Context: an optimization exercise on an open-source flow, tuned for a short achievable clock period and few clock cycles. The choices shown serve that exercise and are no tape-out recipe.
Only simulation tests tie the RTL to the original design; equivalence was not proved.
Power figures rest on the tool's default switching activity, not on a simulated workload.

## config.mk

```make
export PLATFORM = sky130hd
export DESIGN_NAME = pipelineCpu
export DESIGN_NICKNAME = pipelineCpu
export VERILOG_FILES = /design/flow/design.v
export SDC_FILE = /design/flow/constraint.sdc
export NUM_CORES = 4
export LEC_CHECK = 0
export CAP_MARGIN = 20
export CORE_MARGIN = 2
export CORE_UTILIZATION = 60
export SETUP_SLACK_MARGIN = 2.5
export SLEW_MARGIN = 20
export TNS_END_PERCENT = 100
```

## constraint.sdc

```tcl
create_clock -name core_clock -period 5.5 [get_ports {clk}]
set_input_delay 1.1000 -clock core_clock [delete_from_list [all_inputs] [get_ports {clk}]]
set_output_delay 1.1000 -clock core_clock [all_outputs]
set_load 0.01 [all_outputs]
```

## design.v

```verilog
package cpuPkg;
  localparam int DataWidth    = 16;
  localparam int RegAddrWidth = 3;
  localparam int DmemDepth    = 256;
  localparam int OpcodeWidth  = 5;
  localparam logic [OpcodeWidth-1:0] OpHalt = 5'b00000;
  localparam logic [OpcodeWidth-1:0] OpNop  = 5'b00001;
  localparam logic [OpcodeWidth-1:0] OpAddi = 5'b01000;
  localparam logic [OpcodeWidth-1:0] OpSubi = 5'b01001;
  localparam logic [OpcodeWidth-1:0] OpBeqz = 5'b01100;
  localparam logic [OpcodeWidth-1:0] OpBnez = 5'b01101;
  localparam logic [OpcodeWidth-1:0] OpSt   = 5'b10000;
  localparam logic [OpcodeWidth-1:0] OpLd   = 5'b10001;
  localparam logic [OpcodeWidth-1:0] OpAlu  = 5'b11011;
  localparam logic [1:0] FnAdd = 2'd0;
  localparam logic [1:0] FnSub = 2'd1;
  localparam logic [1:0] FnXor = 2'd2;
  localparam logic [1:0] FnAnd = 2'd3;
  localparam logic [1:0] FwdNone  = 2'd0;
  localparam logic [1:0] FwdExMem = 2'd1;
  localparam logic [1:0] FwdMemWb = 2'd2;
  typedef union packed {
    struct packed {
      logic [OpcodeWidth-1:0]  opcode;
      logic [RegAddrWidth-1:0] rs;
      logic [RegAddrWidth-1:0] rt;
      logic [RegAddrWidth-1:0] rd;
      logic [1:0]              funct;
    } r;
    struct packed {
      logic [OpcodeWidth-1:0]  opcode;
      logic [RegAddrWidth-1:0] rs;
      logic [RegAddrWidth-1:0] rd;
      logic [4:0]              imm5;
    } i;
    struct packed {
      logic [OpcodeWidth-1:0]  opcode;
      logic [RegAddrWidth-1:0] rs;
      logic [7:0]              imm8;
    } b;
  } instrT;
endpackage
`timescale 1ns/1ps
module pipelineCpu (
  input  logic        clk,
  input  logic        rst,
  output logic [15:0] imemAddr,
  input  logic [15:0] imemData,
  output logic        wbValid,
  output logic [2:0]  wbReg,
  output logic [15:0] wbData,
  output logic        halted
);
  function automatic logic [15:0] ksAdd(input logic [15:0] a, input logic [15:0] b);
    logic [15:0] gg;
    logic [15:0] tt;
    logic [15:0] g2;
    logic [15:0] t2;
    gg = a & b;
    tt = a | b;
    for (int d = 1; d < 16; d = d * 2) begin
      g2 = gg;
      t2 = tt;
      for (int i = d; i < 16; i++) begin
        g2[i] = gg[i] | (tt[i] & gg[i - d]);
        t2[i] = tt[i] & tt[i - d];
      end
      gg = g2;
      tt = t2;
    end
    ksAdd = a ^ b ^ {gg[14:0], 1'b0};
  endfunction
  function automatic logic sumZero(input logic [15:0] a, input logic [15:0] b);
    sumZero = (a ^ b) == {a[14:0] | b[14:0], 1'b0};
  endfunction
  function automatic logic resZero(input logic [15:0] a, input logic [15:0] b,
                                   input logic tAdd, input logic tEq, input logic tAnd);
    resZero = (tAdd && sumZero(a, b)) || (tEq && a == b) || (tAnd && (a & b) == 16'd0);
  endfunction
  function automatic logic [15:0] sumDecode(input logic [3:0] x, input logic [3:0] y,
                                            input logic cin);
    logic [3:0] k;
    logic       c;
    logic       ok;
    for (int v = 0; v < 16; v++) begin
      k  = 4'(v);
      c  = cin;
      ok = 1'b1;
      for (int i = 0; i < 4; i++) begin
        ok = ok && ((x[i] ^ y[i] ^ k[i]) == c);
        c  = (x[i] && y[i]) || ((x[i] || y[i]) && !k[i]);
      end
      sumDecode[v] = ok;
    end
  endfunction
  function automatic logic carry5(input logic [4:0] x, input logic [4:0] y);
    logic c;
    c = 1'b0;
    for (int i = 0; i < 5; i++) begin
      c = (x[i] && y[i]) || ((x[i] || y[i]) && c);
    end
    carry5 = c;
  endfunction
  function automatic logic [31:0] wordSelect(input logic [8:0] base, input logic [4:0] imm);
    wordSelect = {sumDecode(base[8:5], {4{imm[4]}}, carry5(base[4:0], imm)),
                  sumDecode(base[4:1], imm[4:1], base[0] && imm[0])};
  endfunction
  logic [15:1]        pc;          
  logic               haltLatched;
  logic [7:0][15:0]   regFile;
  logic [255:0][15:0] dmem;
  logic         eValid;
  logic         eRegWrite;
  logic         eHalt;
  logic         eLoad;
  logic         eIsSum;     
  logic         eIsXor;
  logic         eIsAnd;
  logic         eSub;       
  logic         eTAdd;      
  logic         eTEq;
  logic         eTAnd;
  logic [2:0]   eRd;
  logic [15:0]  eA;         
  logic [15:0]  eAx;        
  logic [15:0]  eB;         
  logic         eSelAM;     
  logic         eSelAMn;    
  logic         eSelAW;     
  logic         eSelAWn;    
  logic         eSelAR;     
  logic         eSelBM;     
  logic         eSelBW;     
  logic         eSelBR;     
  logic         eZRR;       
  logic [15:0]  eLo;        
  logic [15:0]  eHi;        
  logic [15:0]  eStLo;      
  logic [15:0]  eStHi;      
  logic              mValid;
  logic              mRegWrite;
  logic              mHalt;
  logic              mLoad;
  logic [2:0]        mRd;
  logic [15:0]       mAlu;
  logic [15:0][15:0] mRow;    
  logic [15:0]       mGroup;  
  logic [4:0]   fOp;
  logic [2:0]   fRs;
  logic [2:0]   fRt;
  logic [2:0]   fRd;
  logic         fRegWrite;
  logic         fLoad;
  logic         fStore;
  logic         fBr;
  logic         fHalt;
  logic         fAluImm;
  logic         fSub;
  logic         fXor;
  logic         fAnd;
  logic [15:0]  fImm;
  logic [15:0]  rfRs;
  logic [15:0]  rfRt;
  logic [7:0]   rfZero;
  logic [15:0]  fRsData;
  logic [15:0]  fRtData;
  logic [31:0]  fWord;
  logic         fRsFromE;
  logic         fRsFromM;
  logic         fRsFromW;
  logic         fRtFromE;
  logic         fRtFromM;
  logic         fRtFromW;
  logic         fRsZero;
  logic         stall;
  logic         fGo;
  logic         eResZero;
  logic [15:1]  pcInc;
  logic [15:1]  fTarget;
  logic [15:1]  pcIfZero;
  logic [15:1]  pcIfNonZero;
  assign fOp = imemData[15:11];
  assign fRs = imemData[10:8];
  assign fRt = imemData[7:5];
  always_comb begin
    fRegWrite = 1'b0;
    fLoad     = 1'b0;
    fStore    = 1'b0;
    fBr       = 1'b0;
    fHalt     = 1'b0;
    fAluImm   = 1'b1;
    fSub      = 1'b0;
    fXor      = 1'b0;
    fAnd      = 1'b0;
    fRd       = imemData[7:5];
    case (fOp)
      cpuPkg::OpAlu: begin
        fRegWrite = 1'b1;
        fAluImm   = 1'b0;
        fSub      = imemData[1:0] == 2'd1;
        fXor      = imemData[1:0] == 2'd2;
        fAnd      = imemData[1:0] == 2'd3;
        fRd       = imemData[4:2];
      end
      cpuPkg::OpAddi: fRegWrite = 1'b1;
      cpuPkg::OpSubi: begin
        fRegWrite = 1'b1;
        fSub      = 1'b1;
      end
      cpuPkg::OpLd: begin
        fRegWrite = 1'b1;
        fLoad     = 1'b1;
      end
      cpuPkg::OpSt: begin
        fStore    = 1'b1;
        fAluImm   = 1'b0;
      end
      cpuPkg::OpBeqz, cpuPkg::OpBnez: fBr = 1'b1;
      cpuPkg::OpHalt: fHalt  = 1'b1;
      default: ;
    endcase
  end
  assign fImm = {{11{imemData[4]}}, imemData[4:0]};
  assign fRsFromE = eValid && eRegWrite && eRd == fRs;
  assign fRtFromE = eValid && eRegWrite && eRd == fRt;
  assign fRsFromM = mValid && mRegWrite && mRd == fRs;
  assign fRtFromM = mValid && mRegWrite && mRd == fRt;
  assign fRsFromW = wbValid && wbReg == fRs;
  assign fRtFromW = wbValid && wbReg == fRt;
  always_comb begin
    rfRs = 16'd0;
    rfRt = 16'd0;
    for (int r = 0; r < 8; r++) begin
      rfRs      = rfRs | (regFile[r] & {16{fRs == 3'(r)}});
      rfRt      = rfRt | (regFile[r] & {16{fRt == 3'(r)}});
      rfZero[r] = regFile[r] == 16'd0;
    end
  end
  assign fRsData = fRsFromW ? wbData : rfRs;
  assign fRtData = fRtFromW ? wbData : rfRt;
  assign fWord = fRsFromM ? wordSelect(mAlu[8:0], imemData[4:0]) :
                 fRsFromW ? wordSelect(wbData[8:0], imemData[4:0]) :
                            wordSelect(rfRs[8:0], imemData[4:0]);
  assign fRsZero = fRsFromM ? mAlu == 16'd0 :
                   fRsFromW ? wbData == 16'd0 : rfZero[fRs];
  assign stall = (eLoad && ((fRsFromE && (fRegWrite || fStore || fBr)) ||
                            (fRtFromE && !fAluImm))) ||
                 (fRsFromE && (fLoad || fStore || (fBr && !eZRR))) ||
                 (fRsFromM && !fRsFromE && mLoad && (fLoad || fStore || fBr));
  assign fGo   = !haltLatched && !stall;
  assign imemAddr = {pc, 1'b0};
  assign pcInc    = pc + 15'd1;
  assign fTarget  = pc + {{7{imemData[7]}}, imemData[7:0]} + 15'd1;
  always_comb begin
    if (rst) begin
      pcIfZero    = 15'd0;
      pcIfNonZero = 15'd0;
    end else if (!fGo || fHalt) begin
      pcIfZero    = pc;
      pcIfNonZero = pc;
    end else if (!fBr) begin
      pcIfZero    = pcInc;
      pcIfNonZero = pcInc;
    end else if (fRsFromE) begin
      pcIfZero    = fOp[0] ? pcInc : fTarget;
      pcIfNonZero = fOp[0] ? fTarget : pcInc;
    end else begin
      pcIfZero    = (fRsZero != fOp[0]) ? fTarget : pcInc;
      pcIfNonZero = pcIfZero;
    end
  end
  logic [15:0] opA;
  logic [15:0] opB;
  logic [15:0] aluOut;
  assign opA = ({16{eSelAM}}  & mAlu)   | ({16{eSelAMn}} & ~mAlu) |
               ({16{eSelAW}}  & wbData) | ({16{eSelAWn}} & ~wbData) |
               ({16{eSelAR}}  & eAx);
  assign opB = ({16{eSelBM}}  & mAlu)   | ({16{eSelBW}}  & wbData) |
               ({16{eSelBR}}  & eB);
  assign eResZero = resZero(eA, eB, eTAdd, eTEq, eTAnd);
  assign aluOut = ({16{eIsSum}} & (ksAdd(opA, opB) ^ {16{eSub}})) |
                  ({16{eIsXor}} & (opA ^ opB)) |
                  ({16{eIsAnd}} & (opA & opB));
  always_ff @(posedge clk) begin
    pc <= eResZero ? pcIfZero : pcIfNonZero;
  end
  always_ff @(posedge clk) begin
    if (rst) begin
      haltLatched <= 1'b0;
    end else if (fGo) begin
      haltLatched <= fHalt;
    end
  end
  always_ff @(posedge clk) begin
    if (rst) begin
      eValid    <= 1'b0;
      eRegWrite <= 1'b0;
      eHalt     <= 1'b0;
      eLoad     <= 1'b0;
      eStLo     <= 16'd0;
      eStHi     <= 16'd0;
    end else begin
      eValid    <= fGo;
      eRegWrite <= fGo && fRegWrite;
      eHalt     <= fGo && fHalt;
      eLoad     <= fGo && fLoad;
      eStLo     <= (fGo && fStore) ? fWord[15:0] : 16'd0;
      eStHi     <= (fGo && fStore) ? fWord[31:16] : 16'd0;
    end
  end
  always_ff @(posedge clk) begin
    eIsXor  <= fXor;
    eIsAnd  <= fAnd;
    eIsSum  <= !(fXor || fAnd);
    eSub    <= fSub;
    eTAdd   <= !(fXor || fAnd || fSub);
    eTEq    <= fXor || fSub;
    eTAnd   <= fAnd;
    eRd     <= fRd;
    eA      <= fRsData;
    eAx     <= fRsData ^ {16{fSub}};
    eB      <= fAluImm ? fImm : fRtData;
    eSelAM  <= fRsFromE && !fSub;
    eSelAMn <= fRsFromE && fSub;
    eSelAW  <= !fRsFromE && fRsFromM && !fSub;
    eSelAWn <= !fRsFromE && fRsFromM && fSub;
    eSelAR  <= !fRsFromE && !fRsFromM;
    eSelBM  <= !fAluImm && fRtFromE;
    eSelBW  <= !fAluImm && !fRtFromE && fRtFromM;
    eSelBR  <= fAluImm || (!fRtFromE && !fRtFromM);
    eZRR    <= !fRsFromE && !fRsFromM && (fAluImm || (!fRtFromE && !fRtFromM));
    eLo     <= fWord[15:0];
    eHi     <= fWord[31:16];
  end
  always_ff @(posedge clk) begin
    for (int h = 0; h < 16; h++) begin
      for (int l = 0; l < 16; l++) begin
        if (eStHi[h] && eStLo[l]) dmem[h * 16 + l] <= opB;
      end
    end
  end
  always_ff @(posedge clk) begin
    if (rst) begin
      mValid    <= 1'b0;
      mRegWrite <= 1'b0;
      mHalt     <= 1'b0;
      mLoad     <= 1'b0;
    end else begin
      mValid    <= eValid;
      mRegWrite <= eRegWrite;
      mHalt     <= eHalt;
      mLoad     <= eLoad;
    end
  end
  always_ff @(posedge clk) begin
    mRd      <= eRd;
    mAlu     <= aluOut;
    for (int h = 0; h < 16; h++) begin
      logic [15:0] row;
      row = 16'd0;
      for (int l = 0; l < 16; l++) begin
        row = row | (dmem[h * 16 + l] & {16{eLo[l]}});
      end
      mRow[h] <= row;
    end
    mGroup <= eHi;
  end
  logic [15:0] loadData;
  always_comb begin
    loadData = 16'd0;
    for (int h = 0; h < 16; h++) begin
      loadData = loadData | (mRow[h] & {16{mGroup[h]}});
    end
  end
  always_ff @(posedge clk) begin
    if (rst) begin
      wbValid <= 1'b0;
      halted  <= 1'b0;
    end else begin
      wbValid <= mValid && mRegWrite;
      halted  <= halted || (mValid && mHalt) ||
                 (eValid && eHalt && !(mValid && mRegWrite)) ||
                 (fGo && fHalt && !(eValid && eRegWrite) && !(mValid && mRegWrite));
    end
  end
  always_ff @(posedge clk) begin
    wbReg  <= mRd;
    wbData <= mLoad ? loadData : mAlu;
  end
  always_ff @(posedge clk) begin
    if (wbValid) begin
      regFile[wbReg] <= wbData;
    end
  end
endmodule
```

## run.sh

```bash
#!/bin/bash
# synth_recipe.tcl (not shown) runs the flow's synth.tcl, then flattens the netlist and writes it again
# the make line also repeats each setting of config.mk as NAME=value (left out here)
make -C /OpenROAD-flow-scripts/flow DESIGN_CONFIG=/design/flow/config.mk WORK_HOME=/design/flow/orfs CLKGATE_MAP_FILE= SYNTH_SCRIPT=/design/flow/synth_recipe.tcl finish
```

==> flow_metrics.py, run 1 <==
metrics = {
    "die": {
        "die_h_um": 540,
        "pin_count": 55,
        "start_util_pct": 60.4,
        "die_area_um2": 292000,
        "coreArea_um2": 286000,
        "rows": 196,
        "die_w_um": 540,
    },
    "synth": {
        "synth_area_leaders": "edfxtp_1 74%, a22o_1 6.0%, a221oi_1 5.4%, dfxtp_1 5.2%, clkbuf_1 1.3%",
        "yosysMostFrequentCell": "edfxtp_1",
        "yosysTopAreaCellShare_pct": 73.8,
        "synth_seq_cells": 4690,
        "synth-edff-count": 4239,
        "netlist.top_cell.by_area": "edfxtp_1",
        "ys_types": 80,
        "synth.avg_cell_area_um2": 17.9,
        "yosys_warnings": 1,
        "dominantRegCellSynth": "edfxtp_1",
        "syn_inst": 9631,
        "synth_commonest_cells": "4239 x edfxtp_1, 1173 x a22o_1, 1069 x a221oi_1",
        "synthesis.area_um2": 173000,
        "synth_fp_nets": 9782,
        "synth_seq_area_share_pct": 79.0,
        "async_reset_ff_share_pct": 0,
    },
    "cells_and_area": {
        "finish.net_count": 10100,
        "area.sequential_um2": 136000,
        "fin_area_um2": 197000,
        "drive_above_1_share_pct": 15.0,
        "n_fill_cell": 18490,
        "multiInputGateArea_um2": 34700,
        "area_growth_pct": 14.2,
    },
    "clock_network": {
        "cts.clk_slew.worst_paths_ns": 0.06,
        "cts_tree": "built",
        "cts_made_buffers": 453,
        "root_buffer": "clkbuf_16",
        "cts-htree-levels": 5,
        "cts.sinks": 4690,
        "clk_latency_ns": 1.01,
        "clock_path_buffers": 4,
    },
    "setup_path": {
        "arrival_ns": 4.18,
        "r2r_slack_ns": 2.16,
        "timing.rr.end": "eStHi[11]",
        "end_kind": "flop",
        "cp-start-kind": "flop",
        "reg2reg_from": "regFile[34]",
        "required_ns": 6.34,
        "r2r.worst_path.cells": 12,
        "crit_type": "reg2reg",
        "path_max_fanout": 3,
    },
    "sta": {
        "post-route-period-util_pct": 60.7,
        "min_period_ns": 3.34,
        "hold_violations": 0,
        "slew_headroom_pct": 17.6,
        "fmax_mhz": 299,
        "setup_violations": 0,
        "rsz0062_at_grt": "yes",
        "tns_ns": 0,
        "clock_skew_ns": 0.112,
        "tightest_slew_ns": 1.24,
        "maxSlewViolCount": 0,
    },
    "detailed_routing": {
        "drc": 0,
        "wl_um": 566000,
        "drtAntennaViolNets": 0,
        "vias_per_cell": 7.34,
        "firstDrtPassIters": 7,
        "vias": 104279,
        "drt_iter0_drc": 16595,
        "wire_per_inst_um": 39.9,
    },
    "hold_path": {
        "min_path_type": "reg2reg",
        "min_from": "eHi[8]",
        "whs_path_depth": 0,
        "hold-path-endpoint": "mGroup[8]",
    },
    "power": {
        "p_sw_w": 0.0213,
        "p_clk_share_pct": 38.6,
        "p_comb_share_pct": 11.0,
        "p_total_w": 0.0830,
        "seq_power_share_pct": 50.4,
        "swShare_pct": 25.7,
        "ir_drop_v": 0.000374,
        "power_density_nw_per_um2": 421,
        "p_leak_nw": 64.3,
        "intPower_w": 0.0617,
    },
    "placement": {
        "placed_area_um2": 179000,
        "gp_congestion": 0.889,
        "port_buffers": 53,
        "dpl.hpwl_um": 305000,
    },
    "grt": {
        "grt-ovfl-total": 0,
        "grt_pass1_vias": 98374,
        "grt_max_degree": 257,
        "grt_pass1_wl_um": 779000,
        "gr-usage-all-layers_pct": 38.2,
        "antenna_found_initial": 45,
    },
    "job": {
        "drv_cap": 0,
    },
    "run_status": {
        "status": "complete, no violations",
    },
}
==> state kept, by name, summed over array words and instances, names as in the netlist, 15 cells and up <==
register / cells
eLo: 16
eHi: 16
mGroup: 16
mRow: 256
mAlu: 16
regFile: 128
eStLo: 16
pc: 15
eStHi: 16
dmem: 4096
eB: 16
eAx: 16
eA: 16
wbData: 16
==> final cells by class <==
type / instances / share of cell area, %
inverters: 134 / 0.306
flip-flops and latches: 4690 / 69.3
multi-input cells: 4172 / 17.6
clock buffers: 619 / 6.41
repair inverters: 7 / 0.0273
clock inverters: 237 / 1.42
diodes: 88 / 0.112
repair buffers: 491 / 2.46
well taps: 3762 / 2.39
==> worst max-delay path, stage by stage, from the launching register on <==
cell and delay (ns):
edfxtp_1 0.48, mux4_2 0.53, mux2i_4 0.23, inv_1 0.11, ha_4 0.19, o21bai_1 0.17, a21oi_2 0.21, o21bai_4 0.12
xnor2_2 0.15, or3_4 0.36, o22a_1 0.24, o22ai_2 0.20, nor4bb_4 0.23
==> cell usage in the layout, fill, tap and decap left out, types with 23 or more instances in the layout <==
cell	instances
a211oi_2	27
a21oi_1	67
a221oi_1	1063
a222oi_1	23
a22o_1	1173
a22oi_1	101
and2_1	190
and2_2	75
buf_12	63
buf_4	334
bufinv_16	52
clkbuf_1	102
clkbuf_16	458
clkbuf_8	58
clkinv_1	49
clkinv_2	104
clkinvlp_4	28
dfxtp_1	388
dfxtp_2	30
dfxtp_4	33
diode_2	88
dlygate4sd2_1	25
edfxtp_1	4239
ha_1	109
inv_1	110
mux2i_1	51
mux4_2	26
nand2_1	141
nand3_1	52
nand4_1	305
nor2_1	128
nor4_1	45
o21ai_0	61
xnor2_1	57
xor2_1	74
==> power by group through the flow <==
stage,clock [W],combinational [W],sequential (W)
final,0.0320,0.00913,0.0419
after global routing,0.0335,0.00943,0.0418
after CTS,0.0321,0.00875,0.0418
after detailed placement,0,0.00843,0.0425
after global placement,0,0.00835,0.0425
after floorplan,0,0.00473,0.0414
==> worst max-delay path by stage <==
stage,from,to,depth (start not counted)
final,regFile[34],eStHi[11],12
after CTS,regFile[112],eStHi[11],12
after floorplan,eSelBR,mAlu[12],14
after global routing,regFile[32],eStHi[12],12
after global placement,imemData[10],eStHi[12],15
after detailed placement,imemData[10],eStHi[11],14
==> routing by layer <==
metal  GRT usage [%]  vias to the layer above  part of all wire [%]
met3            8.23                     1090                    13
met1            55.3                    54164                    38
li1                -                    41293                     -
met2            57.8                     7728                    46
met4            13.9                        4                   3.9
met5               0                        -                0.0037
==> kinds of logic (layout without fill, tap and decap cells) <==
| logic type | after synthesis | count (layout) | synth area share (%) |
|---|---|---|---|
| buffers and inverters | 770 | 1488 | 1.69 |
| flip-flops | 4690 | 4690 | 79.0 |
| XOR/XNOR | 150 | 150 | 0.793 |
| multiplexers | 98 | 98 | 0.769 |
| adder cells (fa/ha/maj) | 133 | 133 | 0.986 |
| AO/OA/AOI/OAI | 2685 | 2685 | 13.2 |
| AND/OR/NAND/NOR | 1104 | 1105 | 3.58 |
| other | 1 | 89 | 0.00217 |
==> through the flow <==
stage | util, % | hold WS, ns | instances | worst slack (ns)
after floorplan | - | 0.310 | 9631 | 0.266
after global placement | 62.6 | 0.317 | 13129 | 0.745
after detailed placement | 62.7 | 0.312 | 13141 | 0.657
after CTS | 68.6 | 0.328 | 14080 | 2.19
after global routing | 68.9 | 0.333 | 14128 | 2.13
final | 69.0 | 0.329 | 14200 | 2.16
==> repair_timing <==
action	CTS	global route
setup endpoints to repair	1957	455
setup buffers	78	22
pin swaps	42	42
hold buffers	0	0
gates resized for setup	170	127
gates cloned	5	3
Testbench counts, summed over its fixed seeds: cycles 79,752.
==> run 2, diff against run 1 <==
--- a/design.v
+++ b/design.v
@@ -72,9 +72,2 @@
   endfunction
-  function automatic logic sumZero(input logic [15:0] a, input logic [15:0] b);
-    sumZero = (a ^ b) == {a[14:0] | b[14:0], 1'b0};
-  endfunction
-  function automatic logic resZero(input logic [15:0] a, input logic [15:0] b,
-                                   input logic tAdd, input logic tEq, input logic tAnd);
-    resZero = (tAdd && sumZero(a, b)) || (tEq && a == b) || (tAnd && (a & b) == 16'd0);
-  endfunction
   function automatic logic [15:0] sumDecode(input logic [3:0] x, input logic [3:0] y,
@@ -96,11 +89,10 @@
   function automatic logic carry5(input logic [4:0] x, input logic [4:0] y);
-    logic c;
-    c = 1'b0;
-    for (int i = 0; i < 5; i++) begin
-      c = (x[i] && y[i]) || ((x[i] || y[i]) && c);
-    end
-    carry5 = c;
+    logic [4:0] g;
+    logic [4:0] t;
+    g = x & y;
+    t = x | y;
+    carry5 = g[4] | (t[4] & g[3]) | (&t[4:3] & g[2]) | (&t[4:2] & g[1]) | (&t[4:1] & g[0]);
   endfunction
-  function automatic logic [31:0] wordSelect(input logic [8:0] base, input logic [4:0] imm);
-    wordSelect = {sumDecode(base[8:5], {4{imm[4]}}, carry5(base[4:0], imm)),
+  function automatic logic [21:0] wordSelect(input logic [8:0] base, input logic [4:0] imm);
+    wordSelect = {base[8:5], imm[4], carry5(base[4:0], imm),
                   sumDecode(base[4:1], imm[4:1], base[0] && imm[0])};
@@ -119,22 +111,14 @@
   logic         eSub;       
-  logic         eTAdd;      
-  logic         eTEq;
-  logic         eTAnd;
   logic [2:0]   eRd;
   logic [15:0]  eA;         
-  logic [15:0]  eAx;        
   logic [15:0]  eB;         
   logic         eSelAM;     
-  logic         eSelAMn;    
-  logic         eSelAW;     
-  logic         eSelAWn;    
-  logic         eSelAR;     
   logic         eSelBM;     
-  logic         eSelBW;     
-  logic         eSelBR;     
-  logic         eZRR;       
+  logic         eFastZero;  
   logic [15:0]  eLo;        
+  logic [3:0]   eHiBase;    
+  logic         eHiSign;    
+  logic         eHiCarry;   
+  logic         eStore;
   logic [15:0]  eHi;        
-  logic [15:0]  eStLo;      
-  logic [15:0]  eStHi;      
   logic              mValid;
@@ -147,2 +131,4 @@
   logic [15:0]       mGroup;  
+  logic [15:0]       mResult;
+  logic [15:0]       loadData;
   logic [4:0]   fOp;
@@ -166,3 +152,3 @@
   logic [15:0]  fRtData;
-  logic [31:0]  fWord;
+  logic [21:0]  fWord;
   logic         fRsFromE;
@@ -177,4 +163,11 @@
   logic         eResZero;
-  logic [15:1]  pcInc;
-  logic [15:1]  fTarget;
+  logic [15:1]  pcN;        
+  logic [15:1]  pcN1;
+  logic [15:1]  fT;
+  logic [15:1]  fT1;
+  logic [15:1]  pcNIfZero;
+  logic [15:1]  pcNIfNonZero;
+  logic         fTakenIfZero;
+  logic         fTakenIfNonZero;
+  logic         fBrZero;
   logic [15:1]  pcIfZero;
@@ -238,4 +231,4 @@
   end
-  assign fRsData = fRsFromW ? wbData : rfRs;
-  assign fRtData = fRtFromW ? wbData : rfRt;
+  assign fRsData = fRsFromM ? mResult : fRsFromW ? wbData : rfRs;
+  assign fRtData = fRtFromM ? mResult : fRtFromW ? wbData : rfRt;
   assign fWord = fRsFromM ? wordSelect(mAlu[8:0], imemData[4:0]) :
@@ -247,3 +240,3 @@
                             (fRtFromE && !fAluImm))) ||
-                 (fRsFromE && (fLoad || fStore || (fBr && !eZRR))) ||
+                 (fRsFromE && (fLoad || fStore || (fBr && !eFastZero))) ||
                  (fRsFromM && !fRsFromE && mLoad && (fLoad || fStore || fBr));
@@ -251,20 +244,24 @@
   assign imemAddr = {pc, 1'b0};
-  assign pcInc    = pc + 15'd1;
-  assign fTarget  = pc + {{7{imemData[7]}}, imemData[7:0]} + 15'd1;
+  assign pcN1 = pcN + 15'd1;
+  assign fT   = pcN + {{7{imemData[7]}}, imemData[7:0]};
+  assign fT1  = pcN + {{7{imemData[7]}}, imemData[7:0]} + 15'd1;
+  assign fTakenIfZero    = fBr && !fOp[0];
+  assign fTakenIfNonZero = fBr && fOp[0];
+  assign fBrZero         = fRsFromE ? eResZero : fRsZero;
   always_comb begin
     if (rst) begin
-      pcIfZero    = 15'd0;
-      pcIfNonZero = 15'd0;
+      pcIfZero     = 15'd0;
+      pcIfNonZero  = 15'd0;
+      pcNIfZero    = 15'd1;
+      pcNIfNonZero = 15'd1;
     end else if (!fGo || fHalt) begin
-      pcIfZero    = pc;
-      pcIfNonZero = pc;
-    end else if (!fBr) begin
-      pcIfZero    = pcInc;
-      pcIfNonZero = pcInc;
-    end else if (fRsFromE) begin
-      pcIfZero    = fOp[0] ? pcInc : fTarget;
-      pcIfNonZero = fOp[0] ? fTarget : pcInc;
+      pcIfZero     = pc;
+      pcIfNonZero  = pc;
+      pcNIfZero    = pcN;
+      pcNIfNonZero = pcN;
     end else begin
-      pcIfZero    = (fRsZero != fOp[0]) ? fTarget : pcInc;
-      pcIfNonZero = pcIfZero;
+      pcIfZero     = fTakenIfZero ? fT : pcN;
+      pcIfNonZero  = fTakenIfNonZero ? fT : pcN;
+      pcNIfZero    = fTakenIfZero ? fT1 : pcN1;
+      pcNIfNonZero = fTakenIfNonZero ? fT1 : pcN1;
     end
@@ -274,13 +271,14 @@
   logic [15:0] aluOut;
-  assign opA = ({16{eSelAM}}  & mAlu)   | ({16{eSelAMn}} & ~mAlu) |
-               ({16{eSelAW}}  & wbData) | ({16{eSelAWn}} & ~wbData) |
-               ({16{eSelAR}}  & eAx);
-  assign opB = ({16{eSelBM}}  & mAlu)   | ({16{eSelBW}}  & wbData) |
-               ({16{eSelBR}}  & eB);
-  assign eResZero = resZero(eA, eB, eTAdd, eTEq, eTAnd);
+  logic [15:0] opAt;
+  assign opAt = eSelAM ? mAlu : eA;
+  assign opA  = opAt ^ {16{eSub}};
+  assign opB = eSelBM ? mAlu : eB;
+  assign eResZero = eA == eB;
+  assign eHi      = sumDecode(eHiBase, {4{eHiSign}}, eHiCarry);
   assign aluOut = ({16{eIsSum}} & (ksAdd(opA, opB) ^ {16{eSub}})) |
-                  ({16{eIsXor}} & (opA ^ opB)) |
-                  ({16{eIsAnd}} & (opA & opB));
+                  ({16{eIsXor}} & (opAt ^ opB)) |
+                  ({16{eIsAnd}} & (opAt & opB));
   always_ff @(posedge clk) begin
-    pc <= eResZero ? pcIfZero : pcIfNonZero;
+    pc  <= fBrZero ? pcIfZero : pcIfNonZero;
+    pcN <= fBrZero ? pcNIfZero : pcNIfNonZero;
   end
@@ -299,4 +297,3 @@
       eLoad     <= 1'b0;
-      eStLo     <= 16'd0;
-      eStHi     <= 16'd0;
+      eStore    <= 1'b0;
     end else begin
@@ -306,4 +303,3 @@
       eLoad     <= fGo && fLoad;
-      eStLo     <= (fGo && fStore) ? fWord[15:0] : 16'd0;
-      eStHi     <= (fGo && fStore) ? fWord[31:16] : 16'd0;
+      eStore    <= fGo && fStore;
     end
@@ -315,20 +311,12 @@
     eSub    <= fSub;
-    eTAdd   <= !(fXor || fAnd || fSub);
-    eTEq    <= fXor || fSub;
-    eTAnd   <= fAnd;
     eRd     <= fRd;
     eA      <= fRsData;
-    eAx     <= fRsData ^ {16{fSub}};
     eB      <= fAluImm ? fImm : fRtData;
-    eSelAM  <= fRsFromE && !fSub;
-    eSelAMn <= fRsFromE && fSub;
-    eSelAW  <= !fRsFromE && fRsFromM && !fSub;
-    eSelAWn <= !fRsFromE && fRsFromM && fSub;
-    eSelAR  <= !fRsFromE && !fRsFromM;
+    eSelAM  <= fRsFromE;
     eSelBM  <= !fAluImm && fRtFromE;
-    eSelBW  <= !fAluImm && !fRtFromE && fRtFromM;
-    eSelBR  <= fAluImm || (!fRtFromE && !fRtFromM);
-    eZRR    <= !fRsFromE && !fRsFromM && (fAluImm || (!fRtFromE && !fRtFromM));
-    eLo     <= fWord[15:0];
-    eHi     <= fWord[31:16];
+    eFastZero <= (fXor || fSub) && !fRsFromE && (fAluImm || !fRtFromE);
+    eLo      <= fWord[15:0];
+    eHiCarry <= fWord[16];
+    eHiSign  <= fWord[17];
+    eHiBase  <= fWord[21:18];
   end
@@ -337,3 +325,3 @@
       for (int l = 0; l < 16; l++) begin
-        if (eStHi[h] && eStLo[l]) dmem[h * 16 + l] <= opB;
+        if (eStore && eHi[h] && eLo[l]) dmem[h * 16 + l] <= opB;
       end
@@ -367,3 +355,2 @@
   end
-  logic [15:0] loadData;
   always_comb begin
@@ -374,2 +361,3 @@
   end
+  assign mResult = mLoad ? loadData : mAlu;
   always_ff @(posedge clk) begin
@@ -387,3 +375,3 @@
     wbReg  <= mRd;
-    wbData <= mLoad ? loadData : mAlu;
+    wbData <= mResult;
   end
--- a/config.mk
+++ b/config.mk
@@ -10,3 +10,3 @@
 export CORE_UTILIZATION = 60
-export SETUP_SLACK_MARGIN = 2.5
+export SETUP_SLACK_MARGIN = 2.9
 export SLEW_MARGIN = 20
==> run 2 against run 1 <==
The layout now fails its checks (slew limit). Hold slack improved by 0.047 ns. Register-to-register slack improved by 0.11 ns. Fmax is 3.4% higher. Critical path type unchanged. Via count down 0.95%. Total power down 1.2%. Synthesized cell count fell by 1.8%. Combinational power rose by 6.9%. Synthesized area shrank 1.0%. Highest routed layer unchanged. Core utilization increased by 2.8 points. Cell area grew 3.0%.
==> flow_metrics.py, run 2 <==
metrics = {
    "synth": {
        "synth_fp_nets": 9570,
        "yosys_warnings": 1,
        "ys_types": 80,
        "netlist.top_cell.by_area": "edfxtp_1",
        "synth_commonest_cells": "4254 x edfxtp_1, 1191 x a22o_1, 1070 x a221oi_1",
        "syn_inst": 9455,
        "async_reset_ff_share_pct": 0,
        "synth_seq_cells": 4640,
        "synth-edff-count": 4254,
        "yosysMostFrequentCell": "edfxtp_1",
        "synth.avg_cell_area_um2": 18.1,
        "dominantRegCellSynth": "edfxtp_1",
        "synthesis.area_um2": 171000,
        "synth_area_leaders": "edfxtp_1 75%, a22o_1 6.1%, a221oi_1 5.5%, dfxtp_1 4.5%, clkbuf_1 1.3%",
        "yosysTopAreaCellShare_pct": 74.8,
        "synth_seq_area_share_pct": 79.3,
    },
    "power": {
        "p_clk_share_pct": 37.0,
        "p_leak_nw": 66.5,
        "seq_power_share_pct": 51.1,
        "p_comb_share_pct": 11.9,
        "intPower_w": 0.0599,
        "power_density_nw_per_um2": 404,
        "ir_drop_v": 0.000308,
        "p_sw_w": 0.0221,
        "swShare_pct": 26.9,
    },
    "placement": {
        "placed_area_um2": 177000,
        "port_buffers": 53,
        "dpl.hpwl_um": 308000,
        "gp_congestion": 0.928,
    },
    "sta": {
        "rsz0062_at_grt": "yes",
        "fmax_mhz": 309,
        "slew_headroom_pct": -2.01,
        "hold_violations": 0,
        "post-route-period-util_pct": 58.8,
        "setup_violations": 0,
        "clock_skew_ns": 0.0799,
        "whs_ns": 0.376,
        "min_period_ns": 3.23,
        "tns_ns": 0,
        "maxSlewViolCount": 48,
        "tightest_slew_ns": 1.53,
    },
    "job": {
        "drv_cap": 0,
    },
    "setup_path": {
        "reg2reg_from": "eSelAM",
        "path_max_fanout": 3,
        "end_kind": "flop",
        "cpMostUsedCell": "o41ai_4",
        "timing.rr.end": "mAlu[14]",
        "r2r.worst_path.cells": 15,
        "arrival_ns": 4.06,
        "worstPathCellList": "buf_12 -> mux2_4 -> xor2_1 -> ha_2 -> inv_2 -> fa_2 -> o21bai_1 -> a21oi_2 -> o21ai_2 -> o221ai_2 -> o41ai_4 -> o41ai_4 -> o311ai_2 -> xnor2_1 -> o21ai_1",
        "required_ns": 6.32,
        "crit_start": "eSelAM",
        "cp-start-kind": "flop",
        "r2r_slack_ns": 2.27,
        "slowest_stage": "dfxtp_4",
        "slowest_delay_ns": 0.37,
        "crit_type": "reg2reg",
    },
    "cells_and_area": {
        "finish.net_count": 10302,
        "fin_area_um2": 203000,
        "most-common-layout-cells": "4254 x edfxtp_1, 1188 x a22o_1, 1054 x a221oi_1, 482 x clkbuf_16, 409 x buf_4",
        "post-route-util_pct": 71.8,
        "largest_reg_flops": 4096,
        "final_common_cell": "edfxtp_1",
        "regMostFlops": "dmem",
        "top_regs": "dmem (4096), mRow (256), regFile (128)",
        "area_growth_pct": 18.8,
        "drive_above_1_share_pct": 21.6,
    },
    "detailed_routing": {
        "wl_um": 554000,
        "vias_per_cell": 7.21,
        "wire_per_inst_um": 38.7,
        "vias": 103289,
        "drc": 0,
        "drt_iter0_drc": 15744,
        "firstDrtPassIters": 8,
        "drtAntennaViolNets": 0,
    },
    "clock_network": {
        "clk_latency_ns": 1.00,
        "clock_path_buffers": 4,
        "cts.sinks": 4640,
        "root_buffer": "clkbuf_16",
        "cts-htree-levels": 5,
        "cts_made_buffers": 446,
        "cts_tree": "built",
        "cts.clk_slew.worst_paths_ns": 0.06,
    },
    "die": {
        "pin_count": 55,
        "rows": 195,
        "start_util_pct": 60.4,
        "die_h_um": 538,
        "die_w_um": 538,
        "die_area_um2": 289000,
        "coreArea_um2": 283000,
    },
    "hold_path": {
        "min_from": "mRd[2]",
        "min_path_type": "reg2reg",
        "hold-path-endpoint": "wbReg[2]",
        "whs_path_depth": 0,
    },
    "run_status": {
        "status": "finished with violations",
        "so_faults": "slew limit",
    },
    "grt": {
        "grt_max_degree": 189,
        "gr-usage-met3_pct": 7.09,
        "met1_usage_pct": 53.5,
        "gr-usage-all-layers_pct": 37.3,
        "grt_pass1_vias": 96356,
        "grt_pass1_wl_um": 755000,
        "antenna_found_initial": 32,
        "grt-ovfl-total": 0,
        "met2_usage_pct": 56.8,
        "top_usage_layer": "met2",
    },
}
-- run 2: cell families after synthesis --
group                      count (synthesis)  share of synthesized area [%]
DFF                                     4640                           79.3
adders and majority gates                 97                          0.733
other                                      1                        0.00220
and+or+nand+nor                         1019                           3.34
muxes                                    122                          0.913
buffers and inverters                    758                           1.70
xor gates and xnor gates                 156                          0.800
AOI/OAI and AO/OA                       2662                           13.2
-- run 2: routing by layer --
metal | part of all wire (%) | vias up
met5 | 0.030 | -
met4 | 4.9 | 26
met3 | 12 | 1124
met2 | 46 | 7350
met1 | 38 | 53446
li1 | - | 41343
-- run 2: repair_timing --
item | CTS | global route
pin swaps | 97 | 82
setup buffers | 365 | 164
endpoints found under the setup margin | 6688 | 3467
gates cloned | 22 | 46
endpoints found under the hold margin | 0 | 0
resized for setup | 1123 | 328
hold buffers | 0 | 0
-- run 2: per-stage QoR --
step / std cells / total power (W) / worst slack [ns]
floorplan: 9455 / 0.0457 / 0.669
global placement: 12883 / 0.0511 / 0.935
detailed placement: 12885 / 0.0512 / 0.914
CTS: 14115 / 0.0815 / 2.27
global route: 14327 / 0.0836 / 2.16
finish: 14332 / 0.0820 / 2.27
-- run 2: layout make-up --
cell class              count  area, µm²
flip-flops and latches   4640     136000
fillers                 17157      79800
multi-input cells        4078      35700
clock buffers             643      12700
repair buffers            905      11900
well taps                3743       4680
clock inverters           200       1820
inverters                 111        477
repair inverters            5       25.0
diodes                      7       17.5
-- run 2: how the worst max path moves through the flow --
stage | slack [ns] | to
2_1_floorplan | 0.67 | mAlu[12]
3_3_place_gp | 0.94 | pcN[14]
3_5_place_dp | 0.91 | pcN[14]
4_1_cts | 2.27 | mAlu[14]
5_1_grt | 2.16 | mAlu[14]
6_report | 2.27 | mAlu[14]
-- run 2: power groups by stage --
stage          clock network [W]  registers, W  logic, W
3_3_place_gp                   0        0.0426   0.00852
6_report                  0.0303        0.0420   0.00976
3_5_place_dp                   0        0.0426   0.00858
5_1_grt                   0.0317        0.0419    0.0100
2_1_floorplan                  0        0.0410   0.00463
4_1_cts                   0.0304        0.0418   0.00929
-- run 2: critical path, delay by kind of cell (launching register included) --
| kind | cells | cell delay, ns |
|---|---|---|
| flip-flops | 1 | 0.37 |
| multiplexers | 1 | 0.30 |
| buffers and inverters | 2 | 0.17 |
| adder cells (fa/ha/maj) | 2 | 0.54 |
| AO/OA/AOI/OAI | 8 | 1.46 |
| XOR/XNOR | 2 | 0.31 |
Testbench counts of run 2, summed over its fixed seeds: cycles 79,610.
==> run 3, diff against run 2 <==
--- a/design.v
+++ b/design.v
@@ -129,2 +129,3 @@
   logic [15:0]       mAlu;
+  logic [15:0]       mAluN;
   logic [15:0][15:0] mRow;    
@@ -132,2 +133,3 @@
   logic [15:0]       mResult;
+  logic [15:0]       wbDataN;   
   logic [15:0]       loadData;
@@ -165,2 +167,3 @@
   logic [15:1]  pcN1;
+  logic [15:1]  pcHold;
   logic [15:1]  fT;
@@ -231,9 +234,9 @@
   end
-  assign fRsData = fRsFromM ? mResult : fRsFromW ? wbData : rfRs;
-  assign fRtData = fRtFromM ? mResult : fRtFromW ? wbData : rfRt;
+  assign fRsData = fRsFromM ? mResult : fRsFromW ? ~wbDataN : rfRs;
+  assign fRtData = fRtFromM ? mResult : fRtFromW ? ~wbDataN : rfRt;
   assign fWord = fRsFromM ? wordSelect(mAlu[8:0], imemData[4:0]) :
-                 fRsFromW ? wordSelect(wbData[8:0], imemData[4:0]) :
+                 fRsFromW ? wordSelect(~wbDataN[8:0], imemData[4:0]) :
                             wordSelect(rfRs[8:0], imemData[4:0]);
   assign fRsZero = fRsFromM ? mAlu == 16'd0 :
-                   fRsFromW ? wbData == 16'd0 : rfZero[fRs];
+                   fRsFromW ? wbDataN == 16'hffff : rfZero[fRs];
   assign stall = (eLoad && ((fRsFromE && (fRegWrite || fStore || fBr)) ||
@@ -244,3 +247,4 @@
   assign imemAddr = {pc, 1'b0};
-  assign pcN1 = pcN + 15'd1;
+  assign pcN1   = pcN + 15'd1;
+  assign pcHold = pcN - 15'd1;
   assign fT   = pcN + {{7{imemData[7]}}, imemData[7:0]};
@@ -257,4 +261,4 @@
     end else if (!fGo || fHalt) begin
-      pcIfZero     = pc;
-      pcIfNonZero  = pc;
+      pcIfZero     = pcHold;
+      pcIfNonZero  = pcHold;
       pcNIfZero    = pcN;
@@ -272,5 +276,5 @@
   logic [15:0] opAt;
-  assign opAt = eSelAM ? mAlu : eA;
+  assign opAt = eSelAM ? ~mAluN : eA;
   assign opA  = opAt ^ {16{eSub}};
-  assign opB = eSelBM ? mAlu : eB;
+  assign opB = eSelBM ? ~mAluN : eB;
   assign eResZero = eA == eB;
@@ -345,2 +349,3 @@
     mAlu     <= aluOut;
+    mAluN    <= ~aluOut;
     for (int h = 0; h < 16; h++) begin
@@ -375,3 +380,4 @@
     wbReg  <= mRd;
-    wbData <= mResult;
+    wbData  <= mResult;
+    wbDataN <= ~mResult;
   end
@@ -379,3 +385,3 @@
     if (wbValid) begin
-      regFile[wbReg] <= wbData;
+      regFile[wbReg] <= ~wbDataN;
     end
==> run 3 against run 2 <==
Now clean on timing, DRC and antenna. Count of clock-buffer cells in the layout is 14 lower. Largest cell class unchanged. Highest routed layer unchanged. Cell area is 0.63% lower. Sequential power hardly changed. Fmax is 3.7% higher. Total power is 1.8% higher. Critical path depth is 6 lower. Final cell count is 0.63% higher. Critical path type unchanged. Via count hardly changed.
==> flow_metrics.py, run 3 <==
metrics = {
    "clock_network": {
        "clk_latency_ns": 0.99,
        "root_buffer": "clkbuf_16",
        "cts.sinks": 4672,
        "cts.clk_slew.worst_paths_ns": 0.07,
        "cts_made_buffers": 457,
        "cts_hold_buf": 0,
        "cts-htree-levels": 5,
        "cts_tree": "built",
        "clock_path_buffers": 4,
    },
    "synth": {
        "synth.avg_cell_area_um2": 17.7,
        "ys_types": 81,
        "synth_area_leaders": "edfxtp_1 74%, a221oi_1 5.5%, a22o_1 5.5%, dfxtp_1 5.0%, clkbuf_1 1.3%",
        "syn_inst": 9716,
        "synth-edff-count": 4239,
        "yosysMostFrequentCell": "edfxtp_1",
        "dominantRegCellSynth": "edfxtp_1",
        "yosys_warnings": 1,
        "yosysTopAreaCellShare_pct": 74.1,
        "async_reset_ff_share_pct": 0,
        "synth_fp_nets": 9832,
        "synthesis.area_um2": 172000,
        "netlist.top_cell.by_area": "edfxtp_1",
        "synth_commonest_cells": "4239 x edfxtp_1, 1079 x a221oi_1, 1072 x a22o_1",
        "synth_seq_area_share_pct": 79.2,
        "synth_seq_cells": 4672,
    },
    "sta": {
        "rsz0062_at_grt": "yes",
        "tightest_slew_ns": 1.43,
        "slew_headroom_pct": 4.47,
        "worst_slack_ns": 2.38,
        "setup_violations": 0,
        "whs_ns": 0.388,
        "clock_skew_ns": 0.0659,
        "min_period_ns": 3.12,
        "hold_violations": 0,
        "post-route-period-util_pct": 56.7,
        "tns_ns": 0,
        "fmax_mhz": 321,
        "maxSlewViolCount": 0,
    },
    "cells_and_area": {
        "regMostFlops": "dmem",
        "most-common-layout-cells": "4239 x edfxtp_1, 1062 x a22o_1, 1053 x a221oi_1, 469 x clkbuf_16, 372 x dfxtp_1",
        "post-route-util_pct": 70.8,
        "finish.net_count": 10362,
        "area_growth_pct": 17.4,
        "area.sequential_um2": 136000,
        "n_fill_cell": 17955,
        "final_common_cell": "edfxtp_1",
        "drive_above_1_share_pct": 20.4,
        "multiInputGateArea_um2": 36400,
        "largest_reg_flops": 4096,
        "top_regs": "dmem (4096), mRow (256), regFile (128)",
    },
    "die": {
        "pin_count": 55,
        "rows": 196,
        "die_area_um2": 290000,
        "die_h_um": 539,
        "start_util_pct": 60.3,
        "die_w_um": 539,
        "coreArea_um2": 285000,
    },
    "placement": {
        "pre_cts_ws_ns": 0.874,
        "gp_congestion": 0.941,
        "dpl.hpwl_um": 308000,
        "port_buffers": 53,
    },
    "setup_path": {
        "arrival_ns": 3.81,
        "cp-start-kind": "flop",
        "required_ns": 6.19,
        "crit_type": "reg2reg",
        "path_max_fanout": 6,
        "end_kind": "flop",
    },
    "power": {
        "seq_power_share_pct": 50.5,
        "p_total_w": 0.0835,
        "p_comb_share_pct": 11.5,
        "swShare_pct": 26.2,
        "p_sw_w": 0.0219,
        "p_leak_nw": 66.1,
        "ir_drop_v": 0.000367,
        "p_clk_share_pct": 38.0,
        "intPower_w": 0.0616,
        "power_density_nw_per_um2": 414,
    },
    "detailed_routing": {
        "vias_per_cell": 7.16,
        "drtAntennaViolNets": 0,
        "drc": 0,
        "wl_um": 544000,
        "wire_per_inst_um": 37.7,
        "drt_iter0_drc": 14926,
        "firstDrtPassIters": 6,
        "vias": 103252,
    },
    "grt": {
        "grt_max_degree": 192,
        "grt-ovfl-total": 0,
        "grt_pass1_wl_um": 758000,
        "grt_pass1_vias": 98233,
        "antenna_found_initial": 26,
        "gr-usage-all-layers_pct": 36.8,
    },
    "run_status": {
        "status": "complete, no violations",
    },
    "job": {
        "drv_cap": 0,
    },
    "hold_path": {
        "min_path_type": "reg2reg",
    },
}
## run 3: cell types whose count changed in the layout (fill, tap and decap cells not counted), sizes merged, moves of 18 or more
cell / change
a22o: -119
bufinv: +23
buf: -163
clkbuf: -37
dfxtp: +47
clkinvlp: -18
inv: +29
o21ai: +103
a21oi: +24
nand2: +149
mux2i: -26
## run 3: final cells by class
cell class | instances | share of cell area [%]
Multi-Input combinational cell | 4274 | 18.0
Timing Repair Buffer | 715 | 4.28
Tap cell | 3762 | 2.33
Clock inverter | 236 | 1.20
Clock buffer | 629 | 6.40
Timing Repair inverter | 1 | 0.00248
Sequential cell | 4672 | 67.5
Antenna cell | 9 | 0.0112
Inverter | 125 | 0.236
## run 3: timing repair
action,4_1_cts,5_1_grt
pin swaps,91,117
gates cloned,17,5
gates resized for setup,1146,301
buffers inserted,252,100
endpoints found under the setup margin,6912,2351
## run 3: path summary, 6_finish.rpt
kind	from	end	slack [ns]	depth (start not counted)
min	mRd[2]	wbReg[2]	0.39	0
min reg2reg	mRd[2]	wbReg[2]	0.39	0
max	pcN[8]	pcN[15]	2.38	9
max reg2reg	pcN[8]	pcN[15]	2.38	9
## run 3: cells by family after synthesis
group                      Yosys count  share of synthesized area, %
DFF                               4672                          79.2
AOI/OAI and AO/OA                 2710                          13.1
and+or+nand+nor                   1216                          3.84
buffers and inverters              778                          1.72
xor gates and xnor gates           157                         0.801
adders and majority gates           98                         0.736
muxes                               84                         0.658
other                                1                       0.00218
## run 3: critical path, stage by stage, from the launching register on
cell and delay (ns):
edfxtp_1 0.53, ha_1 0.50, and3_1 0.31, nand3b_1 0.11, o22ai_1 0.29, xor2_2 0.35
nand2_1 0.22, nor4_4 0.31, xnor2_2 0.15, a211oi_2 0.08
## run 3: per-stage QoR
stage	cells	area [µm²]
finish	14423	202000
global route	14417	202000
CTS	14308	200000
detailed placement	13174	178000
global placement	13173	178000
floorplan	9716	172000
## run 3: metal layers
metal	global-route usage (%)	routed length, µm
met1	53.0	208000
met2	56.9	252000
met3	6.43	60700
met4	13.6	23200
met5	0	66
## run 3: power groups by stage
| stage | combinational [W] | clock, W | sequential [W] |
|---|---|---|---|
| 4_1_cts | 0.00903 | 0.0318 | 0.0421 |
| 3_3_place_gp | 0.00846 | 0 | 0.0427 |
| 5_1_grt | 0.00990 | 0.0332 | 0.0421 |
| 6_report | 0.00959 | 0.0317 | 0.0422 |
| 2_1_floorplan | 0.00468 | 0 | 0.0413 |
| 3_5_place_dp | 0.00853 | 0 | 0.0427 |
Testbench counts of run 3, summed over its fixed seeds: cycles 79,610.
==> run 4, diff against run 3 <==
--- a/config.mk
+++ b/config.mk
@@ -7,7 +7,7 @@
 export LEC_CHECK = 0
-export CAP_MARGIN = 20
+export CAP_MARGIN = 30
 export CORE_MARGIN = 2
-export CORE_UTILIZATION = 60
+export CORE_UTILIZATION = 55
 export SETUP_SLACK_MARGIN = 2.9
-export SLEW_MARGIN = 20
+export SLEW_MARGIN = 40
 export TNS_END_PERCENT = 100
==> run 4 against run 3 <==
Still clean. Critical path depth increased by 3. Clock skew decreased by 0.016 ns. Worst setup slack got worse by 0.078 ns. Synthesized cell count unchanged. Count of clock-buffer cells in the layout decreased by 8. Combinational power increased by 0.6%. Fmax decreased by 2.4%. Routed wire length increased by 3.0%. Critical endpoint unchanged. Largest cell class unchanged. Highest routed layer unchanged.
==> flow_metrics.py, run 4 <==
metrics = {
    "run_status": {
        "status": "complete, no violations",
    },
    "setup_path": {
        "crit_type": "in2reg",
        "r2r_slack_ns": 2.33,
        "cp-start-kind": "input port",
        "path_max_fanout": 6,
        "path_buf_inv": 2,
        "arrival_ns": 3.87,
        "path_delay_family": "simple AND/OR/NAND/NOR gates",
        "slowest_delay_ns": 0.47,
        "slowest_stage": "ha_1",
        "required_ns": 6.17,
        "worstPathCellList": "clkdlybuf4s15_2 -> ha_1 -> a21o_1 -> nand2_1 -> a31oi_4 -> buf_4 -> or4_4 -> o211ai_4 -> nand2_4 -> nor4_4 -> xnor2_1 -> a211oi_2",
        "end_kind": "flop",
    },
    "cells_and_area": {
        "final_cells": 14964,
        "area_growth_pct": 19.0,
        "most-common-layout-cells": "4239 x edfxtp_1, 1064 x a22o_1, 1054 x a221oi_1, 490 x clkbuf_16, 385 x dfxtp_1",
        "drive_above_1_share_pct": 21.0,
        "area.sequential_um2": 136000,
        "finish.net_count": 10524,
        "largest_reg_flops": 4096,
        "regMostFlops": "dmem",
        "n_fill_cell": 21072,
        "top_regs": "dmem (4096), mRow (256), regFile (128)",
        "final_common_cell": "edfxtp_1",
        "multiInputGateArea_um2": 36500,
    },
    "synth": {
        "yosysMostFrequentCell": "edfxtp_1",
        "synthMuxAreaShare_pct": 0.658,
        "ys_types": 81,
        "synth-edff-count": 4239,
        "yosys_warnings": 1,
        "synth-compound-area-share_pct": 13.1,
        "synth_fp_nets": 9832,
        "synthSimpleGateAreaFrac_pct": 3.84,
        "synth_area_leaders": "edfxtp_1 74%, a221oi_1 5.5%, a22o_1 5.5%, dfxtp_1 5.0%, clkbuf_1 1.3%",
        "synth-xor-area-share_pct": 0.801,
        "syn_inst": 9716,
        "async_reset_ff_share_pct": 0,
        "synth.avg_cell_area_um2": 17.7,
        "dominantRegCellSynth": "edfxtp_1",
        "synth_top_family_by_area": "compound AO/OA/AOI/OAI gates",
        "synth_seq_area_share_pct": 79.2,
        "synth_commonest_cells": "4239 x edfxtp_1, 1079 x a221oi_1, 1072 x a22o_1",
        "yosysTopAreaCellShare_pct": 74.1,
        "synthesis.area_um2": 172000,
        "synth_seq_cells": 4672,
        "synthAdderAreaFrac_pct": 0.736,
        "netlist.top_cell.by_area": "edfxtp_1",
    },
    "power": {
        "power_density_nw_per_um2": 409,
        "p_total_w": 0.0835,
        "ir_drop_v": 0.000300,
        "p_leak_nw": 67.1,
    },
    "grt": {
        "grt_pass1_vias": 96796,
        "grt_max_degree": 177,
        "grt-ovfl-total": 0,
        "grt_pass1_wl_um": 761000,
        "gr-usage-all-layers_pct": 34.0,
        "antenna_found_initial": 25,
    },
    "placement": {
        "pre_cts_ws_ns": 0.829,
        "dpl.hpwl_um": 318000,
        "gp_congestion": 0.953,
        "port_buffers": 53,
        "place_inst": 13565,
    },
    "die": {
        "coreArea_um2": 311000,
        "pin_count": 55,
        "die_area_um2": 317000,
        "die_w_um": 563,
        "die_h_um": 563,
        "start_util_pct": 55.1,
        "rows": 205,
    },
    "detailed_routing": {
        "vias": 103852,
        "vias_per_cell": 6.94,
        "wl_um": 560000,
        "drt_iter0_drc": 15060,
        "wire_per_inst_um": 37.4,
        "drtAntennaViolNets": 0,
        "drc": 0,
        "firstDrtPassIters": 6,
    },
    "sta": {
        "rsz0062_at_grt": "yes",
        "tightest_slew_ns": 0.982,
        "hold_violations": 0,
        "whs_ns": 0.391,
        "clock_skew_ns": 0.0497,
        "setup_violations": 0,
        "tns_ns": 0,
        "worst_slack_ns": 2.31,
        "fmax_mhz": 313,
        "slew_headroom_pct": 34.4,
        "maxSlewViolCount": 0,
        "post-route-period-util_pct": 58.1,
        "min_period_ns": 3.19,
    },
    "clock_network": {
        "cts-htree-levels": 5,
        "cts.sinks": 4672,
        "root_buffer": "clkbuf_16",
        "cts.clk_slew.worst_paths_ns": 0.06,
        "cts_hold_buf": 0,
        "clock_path_buffers": 4,
        "cts_tree": "built",
        "clk_latency_ns": 1.00,
        "cts_made_buffers": 461,
    },
    "hold_path": {
        "min_path_type": "reg2reg",
    },
    "job": {
        "drv_cap": 0,
    },
}
## run 4: kinds of logic (layout without fill, tap and decap cells)
logic type	after synthesis	after routing
AO/OA/AOI/OAI	2710	2710
XOR/XNOR	157	157
adder cells (fa/ha/maj)	98	98
buffers and inverters	778	1826
flip-flops	4672	4672
multiplexers	84	84
other	1	12
AND/OR/NAND/NOR	1216	1265
## run 4: worst paths after layout
kind / depth (start not counted) / start / endpoint
min reg2reg: 0 / eRd[0] / mRd[0]
min: 0 / eRd[0] / mRd[0]
max reg2reg: 10 / pcN[2] / pcN[15]
max: 12 / imemData[4] / pcN[15]
## run 4: timing repair
action                     in CTS  in global routing
pin swaps                     110                109
gates resized for setup       889                358
cloned                         11                 67
setup endpoints to repair    7131               3846
setup buffers                 233                206
## run 4: routing by layer
metal,GRT usage (%),part of all wire [%]
met1,49.1,39
met3,5.44,10
met5,0,0.012
met4,11.6,4.1
met2,53.0,46
## run 4: power by group
group	internal, W	switching (W)	total (W)
Sequential	0.0402	0.00210	0.0423
Combinational	0.00307	0.00658	0.00965
Clock	0.0181	0.0134	0.0316
Total	0.0614	0.0221	0.0835
## run 4: worst reg2reg max path, cell delays in order (launching register included)
cell      delay (ns)
edfxtp_1        0.46
ha_4            0.25
a211o_1         0.33
a211o_4         0.38
a211o_1         0.36
a211o_1         0.33
nand4_4         0.14
nand2_4         0.10
nor4_4          0.29
xnor2_1         0.17
a211oi_2        0.09
## run 4: cell type report
class                   instances  share of cell area (%)
well taps                    4140                    2.54
clock inverters               247                    1.16
clock buffers                 621                    6.28
diodes                         11                  0.0135
repair inverters                1                 0.00245
flip-flops and latches       4672                    66.6
inverters                     125                   0.235
multi-input cells            4315                    17.9
repair buffers                832                    5.28
## run 4: metrics by stage
step	utilization (%)	area, µm²
final	65.6	204000
after global routing	65.6	204000
after CTS	64.0	199000
after detailed placement	57.4	179000
after global placement	57.2	178000
after floorplan	-	172000
==> run 5, diff against run 4 <==
--- a/design.v
+++ b/design.v
@@ -167,2 +167,3 @@
   logic [15:1]  pcN1;
+  logic [8:0]   fOffP1;
   logic [15:1]  pcHold;
@@ -247,6 +248,10 @@
   assign imemAddr = {pc, 1'b0};
-  assign pcN1   = pcN + 15'd1;
+  assign pcN1[1] = ~pcN[1];
+  for (genvar i = 2; i < 16; i++) begin : gPcInc
+    assign pcN1[i] = pcN[i] ^ (&pcN[i - 1:1]);
+  end
   assign pcHold = pcN - 15'd1;
   assign fT   = pcN + {{7{imemData[7]}}, imemData[7:0]};
-  assign fT1  = pcN + {{7{imemData[7]}}, imemData[7:0]} + 15'd1;
+  assign fOffP1 = {imemData[7], imemData[7:0]} + 9'd1;
+  assign fT1    = pcN + {{6{fOffP1[8]}}, fOffP1};
   assign fTakenIfZero    = fBr && !fOp[0];
--- a/config.mk
+++ b/config.mk
@@ -7,7 +7,7 @@
 export LEC_CHECK = 0
-export CAP_MARGIN = 30
+export CAP_MARGIN = 25
 export CORE_MARGIN = 2
-export CORE_UTILIZATION = 55
+export CORE_UTILIZATION = 60
 export SETUP_SLACK_MARGIN = 2.9
-export SLEW_MARGIN = 40
+export SLEW_MARGIN = 30
 export TNS_END_PERCENT = 100
==> run 5 against run 4 <==
Global-route usage up 3.3 points. Critical path depth up 2. Worst setup slack better by 0.11 ns. Register-to-register slack better by 0.08 ns. Combinational power down 0.7%. Clock skew up 0.021 ns. Clock power about the same. Still clean on timing, DRC and antenna. Count of clock-buffer cells in the layout down 1. Flip-flop and latch count unchanged. Final cell count down 0.52%. Critical endpoint is now mAlu[15]. Largest cell class unchanged.
==> flow_metrics.py, run 5 <==
metrics = {
    "detailed_routing": {
        "drc": 0,
        "firstDrtPassIters": 7,
        "drtAntennaViolNets": 0,
        "vias_per_cell": 7.18,
        "wire_per_inst_um": 38.4,
        "wl_um": 571000,
        "vias": 106843,
        "drt_iter0_drc": 16243,
    },
    "clock_network": {
        "cts.clk_slew.worst_paths_ns": 0.06,
        "cts_hold_buf": 0,
        "clk_latency_ns": 1.02,
        "clock_path_buffers": 4,
        "cts.sinks": 4672,
        "root_buffer": "clkbuf_16",
        "cts-htree-levels": 5,
        "cts_made_buffers": 452,
        "cts_tree": "built",
    },
    "sta": {
        "worst_slack_ns": 2.41,
        "hold_violations": 0,
        "tns_ns": 0,
        "slew_headroom_pct": 32.1,
        "maxSlewViolCount": 0,
        "tightest_slew_ns": 1.02,
        "rsz0062_at_grt": "yes",
        "setup_violations": 0,
        "post-route-period-util_pct": 56.2,
        "min_period_ns": 3.09,
        "whs_ns": 0.375,
        "fmax_mhz": 324,
        "clock_skew_ns": 0.0703,
    },
    "synth": {
        "synth-edff-count": 4239,
        "dominantRegCellSynth": "edfxtp_1",
        "yosysMostFrequentCell": "edfxtp_1",
        "async_reset_ff_share_pct": 0,
        "synth-compound-area-share_pct": 13.0,
        "synth.avg_cell_area_um2": 17.6,
        "synthesis.area_um2": 172000,
        "syn_inst": 9766,
        "synthSimpleGateAreaFrac_pct": 3.82,
        "synth_top_family_by_area": "compound AO/OA/AOI/OAI gates",
        "synthMuxAreaShare_pct": 0.662,
        "synth_fp_nets": 9902,
        "synth_area_leaders": "edfxtp_1 74%, a221oi_1 5.5%, a22o_1 5.4%, dfxtp_1 5.0%, clkbuf_1 1.3%",
        "ys_types": 78,
        "synth_seq_cells": 4672,
        "synth_commonest_cells": "4239 x edfxtp_1, 1071 x a221oi_1, 1067 x a22o_1",
        "netlist.top_cell.by_area": "edfxtp_1",
        "synthAdderAreaFrac_pct": 0.885,
        "yosys_warnings": 1,
        "synth_seq_area_share_pct": 79.1,
        "yosysTopAreaCellShare_pct": 74.0,
        "synth-xor-area-share_pct": 0.810,
    },
    "job": {
        "drv_cap": 0,
    },
    "die": {
        "die_w_um": 539,
        "rows": 196,
        "die_area_um2": 291000,
        "die_h_um": 539,
        "start_util_pct": 60.3,
        "pin_count": 55,
        "coreArea_um2": 285000,
    },
    "cells_and_area": {
        "top_regs": "dmem (4096), mRow (256), regFile (128)",
        "n_fill_cell": 17005,
        "final_cells": 14886,
        "final_common_cell": "edfxtp_1",
        "area_growth_pct": 21.3,
        "most-common-layout-cells": "4239 x edfxtp_1, 1059 x a22o_1, 1052 x a221oi_1, 504 x clkbuf_16, 368 x dfxtp_1",
        "finish.net_count": 10853,
        "largest_reg_flops": 4096,
        "regMostFlops": "dmem",
        "fin_area_um2": 209000,
        "drive_above_1_share_pct": 23.0,
    },
    "grt": {
        "grt-ovfl-total": 0,
        "grt_pass1_wl_um": 767000,
        "gr-usage-all-layers_pct": 37.3,
        "grt_pass1_vias": 99152,
        "antenna_found_initial": 42,
        "grt_max_degree": 204,
    },
    "power": {
        "p_comb_share_pct": 11.4,
        "p_sw_w": 0.0223,
        "power_density_nw_per_um2": 402,
        "intPower_w": 0.0614,
        "swShare_pct": 26.7,
        "ir_drop_v": 0.000389,
        "p_leak_nw": 69.4,
        "p_clk_share_pct": 37.8,
        "seq_power_share_pct": 50.7,
    },
    "setup_path": {
        "arrival_ns": 3.95,
        "slowest_delay_ns": 0.42,
        "slowest_stage": "o41a_1",
        "end_kind": "flop",
        "path_max_fanout": 23,
        "path_buf_inv": 3,
        "worstPathCellList": "buf_12 -> a21oi_4 -> buf_12 -> inv_1 -> ha_2 -> nand2b_4 -> a221oi_4 -> o41a_1 -> a211oi_2 -> o41a_1 -> o21bai_1 -> a21oi_2 -> xor2_1 -> a21o_1",
        "path_delay_family": "compound AO/OA/AOI/OAI gates",
        "crit_type": "reg2reg",
        "cp-start-kind": "flop",
        "required_ns": 6.36,
    },
    "placement": {
        "place_inst": 13265,
        "dpl.hpwl_um": 312000,
        "port_buffers": 53,
        "placed_area_um2": 178000,
        "pre_cts_ws_ns": 0.719,
        "gp_congestion": 0.954,
    },
    "hold_path": {
        "min_path_type": "reg2reg",
    },
    "run_status": {
        "status": "complete, no violations",
    },
}
run 5: layout make-up:
cell class,count,area (µm²),area share (%)
flip-flops and latches,4672,136000,65.3
multi-input cells,4362,36700,17.6
repair buffers,1107,15300,7.31
clock buffers,620,12600,6.06
well taps,3762,4710,2.26
clock inverters,231,2610,1.25
inverters,122,475,0.228
diodes,10,25.0,0.0120
run 5: path summary, 6_finish.rpt:
kind              startpoint        to  slack (ns)  cells past startpoint
setup / recovery      eSelBM  mAlu[15]        2.41                     14
hold / removal        mRd[1]  wbReg[1]        0.37                      0
setup reg to reg      eSelBM  mAlu[15]        2.41                     14
hold reg to reg       mRd[1]  wbReg[1]        0.37                      0
run 5: logic make-up (layout without fill, tap and decap cells):
group | count (synthesis) | in the layout
other | 1 | 11
buffers and inverters | 775 | 2080
multiplexers | 86 | 89
adder cells (fa/ha/maj) | 118 | 118
flip-flops | 4672 | 4672
AND/OR/NAND/NOR | 1244 | 1284
XOR/XNOR | 159 | 159
AO/OA/AOI/OAI | 2711 | 2711
run 5: power groups by stage:
| stage | clock network, W | registers, W | logic [W] |
|---|---|---|---|
| after detailed placement | 0 | 0.0430 | 0.00854 |
| final | 0.0317 | 0.0425 | 0.00958 |
| after CTS | 0.0317 | 0.0424 | 0.00900 |
| after floorplan | 0 | 0.0414 | 0.00466 |
| after global placement | 0 | 0.0430 | 0.00847 |
| after global routing | 0.0332 | 0.0424 | 0.00982 |
run 5: metrics by stage:
stage          utilization [%]  power [W]
2_1_floorplan                -     0.0460
3_3_place_gp              62.4     0.0515
5_1_grt                   73.1     0.0854
4_1_cts                   70.5     0.0831
6_report                  73.1     0.0838
3_5_place_dp              62.5     0.0515
run 5: metal layers:
metal  track usage, %  share of wire [%]  up-vias
met3             8.31                 12     1318
met5                0              0.043        -
li1                 -                  -    42712
met2             57.5                 46     7722
met4             14.8                4.9       34
met1             52.4                 37    55057
run 5: what timing repair did:
item	in CTS	in global routing
pin swaps	102	106
cloned	24	87
setup endpoints to repair	6057	3727
resized for setup	1161	568
hold endpoints to repair	0	0
setup buffers	311	335
Testbench counts of run 5, summed over its fixed seeds: cycles 79,610.

[separate check: timing with driven ports]
How much do the figures lean on ideal ports? The routed layouts below were timed once more, with nothing changed but the port constraints. Step 1: set_driving_cell puts a clkbuf_16 on clk and a buf_2 on each other input, an assumption about the parent block. Step 2, shift: input delay + t, output delay - t, t = (earliest + latest rising clock arrival at the registers) / 2. This alone moves slack from input paths to output paths. Three values: no drivers, after step 1, after step 2; two values: the first two.
run	t, ns	setup slack, ns	worst setup path after step 2	latest minus earliest clock arrival (ns)	worst slew at a driven data input, ns
run 1	1.073	2.160 / 2.160 / 1.220	input to register	0.113 / 0.113	0.07
run 2	1.065	2.268 / 2.268 / 1.610	input to register	0.081 / 0.081	0.19
run 3	1.062	2.383 / 2.383 / 1.423	input to register	0.071 / 0.071	0.06
run 4	1.071	2.305 / 2.327 / 1.309	input to register	0.065 / 0.065	0.07
run 5	1.093	2.412 / 2.412 / 1.507	input to register	0.088 / 0.089	0.13
The setup slack of run 4, which loses most, moves by +0.022 ns with the drivers and by -0.996 ns with both steps.
